Source: an optimization exercise on an open RTL-to-GDS flow (aim: small area, a short achievable clock period and few clock cycles per item). Production flows keep margins and buffers that such runs may drop. Only simulation tests tie the RTL to the original design; equivalence was not proved.

<file path="flow/config.mk">
export PLATFORM = sky130hd
export DESIGN_NAME = fc_stream_layer
export DESIGN_NICKNAME = fc_stream_layer
export VERILOG_FILES = /design/flow/design.v
export SDC_FILE = /design/flow/constraint.sdc
export NUM_CORES = 4
export LEC_CHECK = 0
export CAP_MARGIN = 20
export CORE_MARGIN = 2
export CORE_UTILIZATION = 40
export SLEW_MARGIN = 20
</file>
<file path="flow/constraint.sdc">
create_clock -name core_clock -period 12.0 [get_ports {clk}]
set_input_delay 2.4000 -clock core_clock [delete_from_list [all_inputs] [get_ports {clk}]]
set_output_delay 2.4000 -clock core_clock [all_outputs]
set_load 0.01 [all_outputs]
</file>
<file path="flow/design.v">
module fc_stream_layer #(
    parameter int unsigned N       = 16,
    parameter int unsigned Q       = 12,
    parameter int unsigned IN_LEN  = 8,
    parameter int unsigned OUT_LEN = 4,
    parameter int unsigned RELU    = 1
) (
    input  logic                clk,
    input  logic                global_rst,
    input  logic                ce,
    input  logic signed [N-1:0] data_in,
    input  logic                valid_in,
    input  logic                end_in,
    output logic                in_ready,
    input  logic                w_we,
    input  logic [7:0]          w_addr,
    input  logic [N-1:0]        w_data,
    output logic signed [N-1:0] data_out,
    output logic                valid_op,
    output logic                end_op,
    output logic                overflow
);
    localparam int unsigned CNT_W = $clog2(IN_LEN) + 1;
    localparam int unsigned ACC_W = 2 * N + $clog2(IN_LEN) + 1;
    localparam int unsigned NW    = IN_LEN * OUT_LEN;
    localparam int unsigned NWB   = NW + OUT_LEN;
    localparam int unsigned A_W   = $clog2(NWB);
    localparam int unsigned J_W   = (OUT_LEN > 1) ? $clog2(OUT_LEN) : 1;
    localparam logic signed [ACC_W:0] MAX_V = (ACC_W + 1)'((2 ** (N - 1)) - 1);
    localparam logic signed [ACC_W:0] MIN_V = ~MAX_V;
    typedef enum logic [1:0] {IDLE, ACC, DRAIN} state_t;
    state_t                    state, state_next;
    logic [CNT_W-1:0]          count;
    logic [J_W-1:0]            out_idx;
    logic signed [N-1:0]       wram [NWB];
    logic signed [ACC_W-1:0]   acc  [OUT_LEN];
    logic signed [2*N-1:0]     prod [OUT_LEN];
    logic                      accept, drain_step, last_out;
    logic signed [ACC_W:0]     sum, shifted;
    logic signed [N-1:0]       result;
    always_ff @(posedge clk) begin
        if (w_we && state == IDLE && w_addr < 8'(NWB))
            wram[w_addr[A_W-1:0]] <= w_data;
    end
    always_comb begin
        for (int j = 0; j < OUT_LEN; j++)
            prod[j] = data_in * wram[A_W'(j * IN_LEN + int'(count))];
    end
    always_comb begin
        sum     = (ACC_W + 1)'(acc[out_idx])
                + ((ACC_W + 1)'(wram[A_W'(NW + int'(out_idx))]) <<< Q);
        shifted = sum >>> Q;
        if (shifted > MAX_V)
            result = N'(MAX_V);
        else if (shifted < MIN_V)
            result = N'(MIN_V);
        else
            result = N'(shifted);
        if (RELU != 0 && result[N-1])
            result = '0;
    end
    always_ff @(posedge clk) begin
        if (global_rst)
            state <= IDLE;
        else
            state <= state_next;
    end
    always_comb begin
        state_next = state;
        accept     = 1'b0;
        drain_step = 1'b0;
        last_out   = (out_idx == J_W'(OUT_LEN - 1));
        case (state)
            IDLE, ACC: begin
                if (ce && valid_in) begin
                    accept = 1'b1;
                    if (end_in || int'(count) == int'(IN_LEN) - 1)
                        state_next = DRAIN;
                    else
                        state_next = ACC;
                end
            end
            DRAIN: begin
                if (ce) begin
                    drain_step = 1'b1;
                    if (last_out)
                        state_next = IDLE;
                end
            end
            default: state_next = IDLE;
        endcase
    end
    always_ff @(posedge clk) begin
        if (global_rst) begin
            count    <= '0;
            out_idx  <= '0;
            data_out <= '0;
            valid_op <= 1'b0;
            end_op   <= 1'b0;
            overflow <= 1'b0;
            in_ready <= 1'b1;
            for (int j = 0; j < OUT_LEN; j++)
                acc[j] <= '0;
        end else begin
            valid_op <= 1'b0;
            end_op   <= 1'b0;
            in_ready <= (state_next != DRAIN);
            if (ce && valid_in && state == DRAIN)
                overflow <= 1'b1;
            if (accept) begin
                for (int j = 0; j < OUT_LEN; j++)
                    acc[j] <= (state == IDLE) ? ACC_W'(prod[j]) : acc[j] + ACC_W'(prod[j]);
                count <= (state_next == DRAIN) ? '0 : count + 1'b1;
            end
            if (drain_step) begin
                data_out <= result;
                valid_op <= 1'b1;
                end_op   <= last_out;
                out_idx  <= last_out ? '0 : out_idx + 1'b1;
            end
        end
    end
endmodule
</file>
<file path="flow/run.sh">
#!/bin/bash
# synth_recipe.tcl (not shown) runs the flow's synth.tcl, then flattens the netlist and writes it again
# the make line also repeats each setting of config.mk as NAME=value (left out here)
make -C /OpenROAD-flow-scripts/flow DESIGN_CONFIG=/design/flow/config.mk WORK_HOME=/design/flow/orfs CLKGATE_MAP_FILE= SYNTH_SCRIPT=/design/flow/synth_recipe.tcl finish
</file>
==> key figures <==
Logic synthesis
  – Synth Net Count: 9126
  – Post-synth top area share: 26.8%
  – Top cells by area, synth: fa_1 27%, edfxtp_1 22%, ha_1 7.9%
  – Number of synthesized register bits: 751
  – Synth unique cells: 95
  – Yosys top cell by area: fa_1
  – Top_reg_cell synth: edfxtp_1
  – Post-Syn Area: 0.0786 mm²
  – Sequential area share after synthesis: 26.4%
  – Synth warnings: 3
  – Post-synth EDFFs: 576
  – Cells after synthesis: 7528
  – FFs w/ async S/R, synth: 0%
  – Synth Area per Inst: 10.4 µm²

CTS
  – Clock buffer count from CTS: 85
  – CTS tree: built
  – Post-cts resize count: 0
  – CTS Root Cell: clkbuf_16
  – Clk sinks: 751
  – CTS Buffer Depth: 3
  – H-tree level count: 3
  – Worst-Skew Late Latency: 0.75 ns
  – Setup bufs post-CTS: 0
  – CTS Hold Bufs: 0
  – Clk slew on worst S/H paths: 0.06 ns

Critical path
  – Worst setup EP type: flip-flop
  – Worst Path Arrival: 11.88 ns
  – Setup crit start kind: flip-flop
  – Crit path largest cell delay: 0.85 ns
  – Critical-path maximum fanout: 37
  – Bufs and invs on worst path: 8
  – Most used cell, CP: fa_1
  – Critical Path Slowest Stage Cell: a21oi_1
  – Critical path class: flip-flop to flip-flop
  – Critical Path RT: 12.61 ns
  – Cell family with the largest share of critical-path delay: adder cells

Global routing
  – Maximum number of pins on one net before global-route repair: 77
  – Via count of the first global-routing pass: 57500
  – Global route overflow: 0
  – GRT Total Usage: 23.6%
  – Initial antenna violation count: 3
  – Global-route wire length before repair: 355 mm

Timing
  – Tcrit/Tclk final: 94.0%
  – Worst Tran Pin Value: 1.20 ns
  – Worst Skew: 0.0761 ns
  – Crit path time final: 11.28 ns
  – Worst hold slack: 0.453 ns
  – Final setup violation count: 0
  – Max-slew violations: 0
  – Fmax: 88.7 MHz
  – Setup TNS: 0 ns
  – Max_slew headroom: 20.2%
  – RSZ-0062 raised after global routing: no
  – Fin. Hold Viols: 0

Finish
  – Fin cells: 10200
  – Commonest non-fill, non-tap cell in the layout: inv_1
  – Most frequent cells in the layout: 1287 x inv_1, 1054 x fa_1, 636 x nand2_1
  – Layout Nets: 9150
  – Share of layout cells above drive strength 1: 8.83%
  – Area grow syn2layout: 8.99%

Status
  – Status: timing/DRC/antenna clean

Placement
  – Placed cells: 10100
  – # port buffers: 64
  – GP Congestion: 0.940
  – DP HPWL: 180 mm

Die
  – Die Y: 447 µm
  – Row count: 162
  – DIE AREA: 0.200 mm²
  – Die W: 447 µm
  – Initial Util: 40.3%
  – Placeable Area: 0.195 mm²
  – I/O pin cnt: 66

Route
  – Post-Route WL: 234 mm
  – Post-route ant nets: 0
  – DR WL/cell: 22.9 µm
  – WL met2: 113 mm
  – Drt pass-1 iters: 7
  – Via count: 56000
  – Metal1 wirelength: 93.6 mm
  – DR top layer: met4
  – DR DRC count: 0
  – 1st-iter DRT viols: 4514
  – WL met3: 16.4 mm
  – Vias per inst: 5.46

Flow run
  – Max Cap Violations: 0

Min path
  – Hold Crit Class: flip-flop to flip-flop
-- path summary, 6_finish.rpt --
kind	slack [ns]	end	depth (start not counted)	from
max	0.72	acc[2][35]$_SDFFE_PP0P_	39	count[0]$_SDFFE_PP0P_
min reg2reg	0.45	data_out[9]$_SDFFE_PP0P_	2	data_out[9]$_SDFFE_PP0P_
max reg2reg	0.72	acc[2][35]$_SDFFE_PP0P_	39	count[0]$_SDFFE_PP0P_
min	0.45	data_out[9]$_SDFFE_PP0P_	2	data_out[9]$_SDFFE_PP0P_
-- area by class of cell --
type                    count  area, µm²
clock inverters            47        517
multi-input cells        5142      51800
inverters                1294       4860
diodes                      1       2.50
fillers                 18400     109000
clock buffers             107       2280
well taps                2624       3280
repair buffers            278       2200
flip-flops and latches    751      20800
-- metrics by stage --
step	utilization, %	worst slack, ns	cell area [µm²]
final	43.9	0.723	85700
after floorplan	-	1.43	78600
after CTS	43.9	0.725	85700
after global placement	42.5	0.668	82900
after global routing	43.9	0.120	85700
after detailed placement	42.5	0.538	82900
-- per-layer routing --
metal	GRT usage, %	up-vias
met5	0	-
met2	39.4	1978
met1	30.7	28700
met4	10.0	0
met3	3.36	384
li1	-	24900
-- cell families after synthesis --
group / share of synthesized area (%)
other: 0.00477
AOI/OAI and AO/OA: 8.82
adders and majority gates: 34.8
buffers and inverters: 7.88
and+or+nand+nor: 12.0
muxes: 7.06
xor gates and xnor gates: 3.00
DFF: 26.4
-- cell usage after synthesis, types with 9 or more instances --
cell / number
nand2b_1: 145
o21ai_1: 18
o31ai_1: 11
mux4_2: 207
a311oi_1: 44
or2_2: 21
o21bai_1: 40
nand4_1: 21
mux2_2: 21
and2_1: 357
buf_1: 27
o221ai_1: 21
clkbuf_1: 293
a31oi_1: 21
o211ai_1: 22
xnor2_1: 199
a21o_1: 128
mux2i_1: 65
or3_1: 19
nor4_1: 14
nor2_1: 481
ha_1: 498
a2111oi_0: 10
nor2_2: 10
nand3_1: 45
nor3_1: 81
buf_2: 15
dfxtp_1: 175
a21boi_0: 9
xor2_1: 70
nand2_1: 636
and3_1: 36
o21a_1: 31
nor2b_1: 57
inv_1: 1287
a222oi_1: 23
a21oi_1: 344
edfxtp_1: 576
fa_1: 1054
o21ai_0: 158
a211oi_1: 71
-- registers in the layout, indices dropped and copies added (netlist names), named ones only --
signal / cells
overflow: 1
wram: 576
acc: 144
state: 2
data_out: 15
count: 4
end_op: 1
valid_op: 1
in_ready: 1
out_idx: 2
-- worst min-delay path: stages, from the launching register on --
cell	delay, ns
dfxtp_1	0.31
nand2_1	0.05
o21ai_1	0.05
Testbench counts, summed over its fixed seeds: cycles 12,288, frames 1,024.

[separate check: timing with driven ports]
In the flow no input, the clock included, has a driving cell. The finished layout below was timed again as built, in two steps.
Step 1, drivers: a clkbuf_16 drives clk and a buf_2 each remaining input, both assumed.
Step 2 also shifts input and output timing later by t, the mid clock arrival at the registers, as if the neighbouring blocks saw the same clock.
Slacks: no drivers / after step 1 / after step 2; pairs: no drivers / after step 1.
t, ns: 0.801
setup slack, ns: 0.723 / 0.723 / 0.420
worst hold slack (ns): 0.453 / 0.453 / 0.453
worst setup path after step 2: input to register
clock arrival spread, ns: 0.076 / 0.076
After both steps this run still meets setup and hold. The setup slack of this run moves by 0.000 ns with the drivers and by -0.303 ns with both steps.
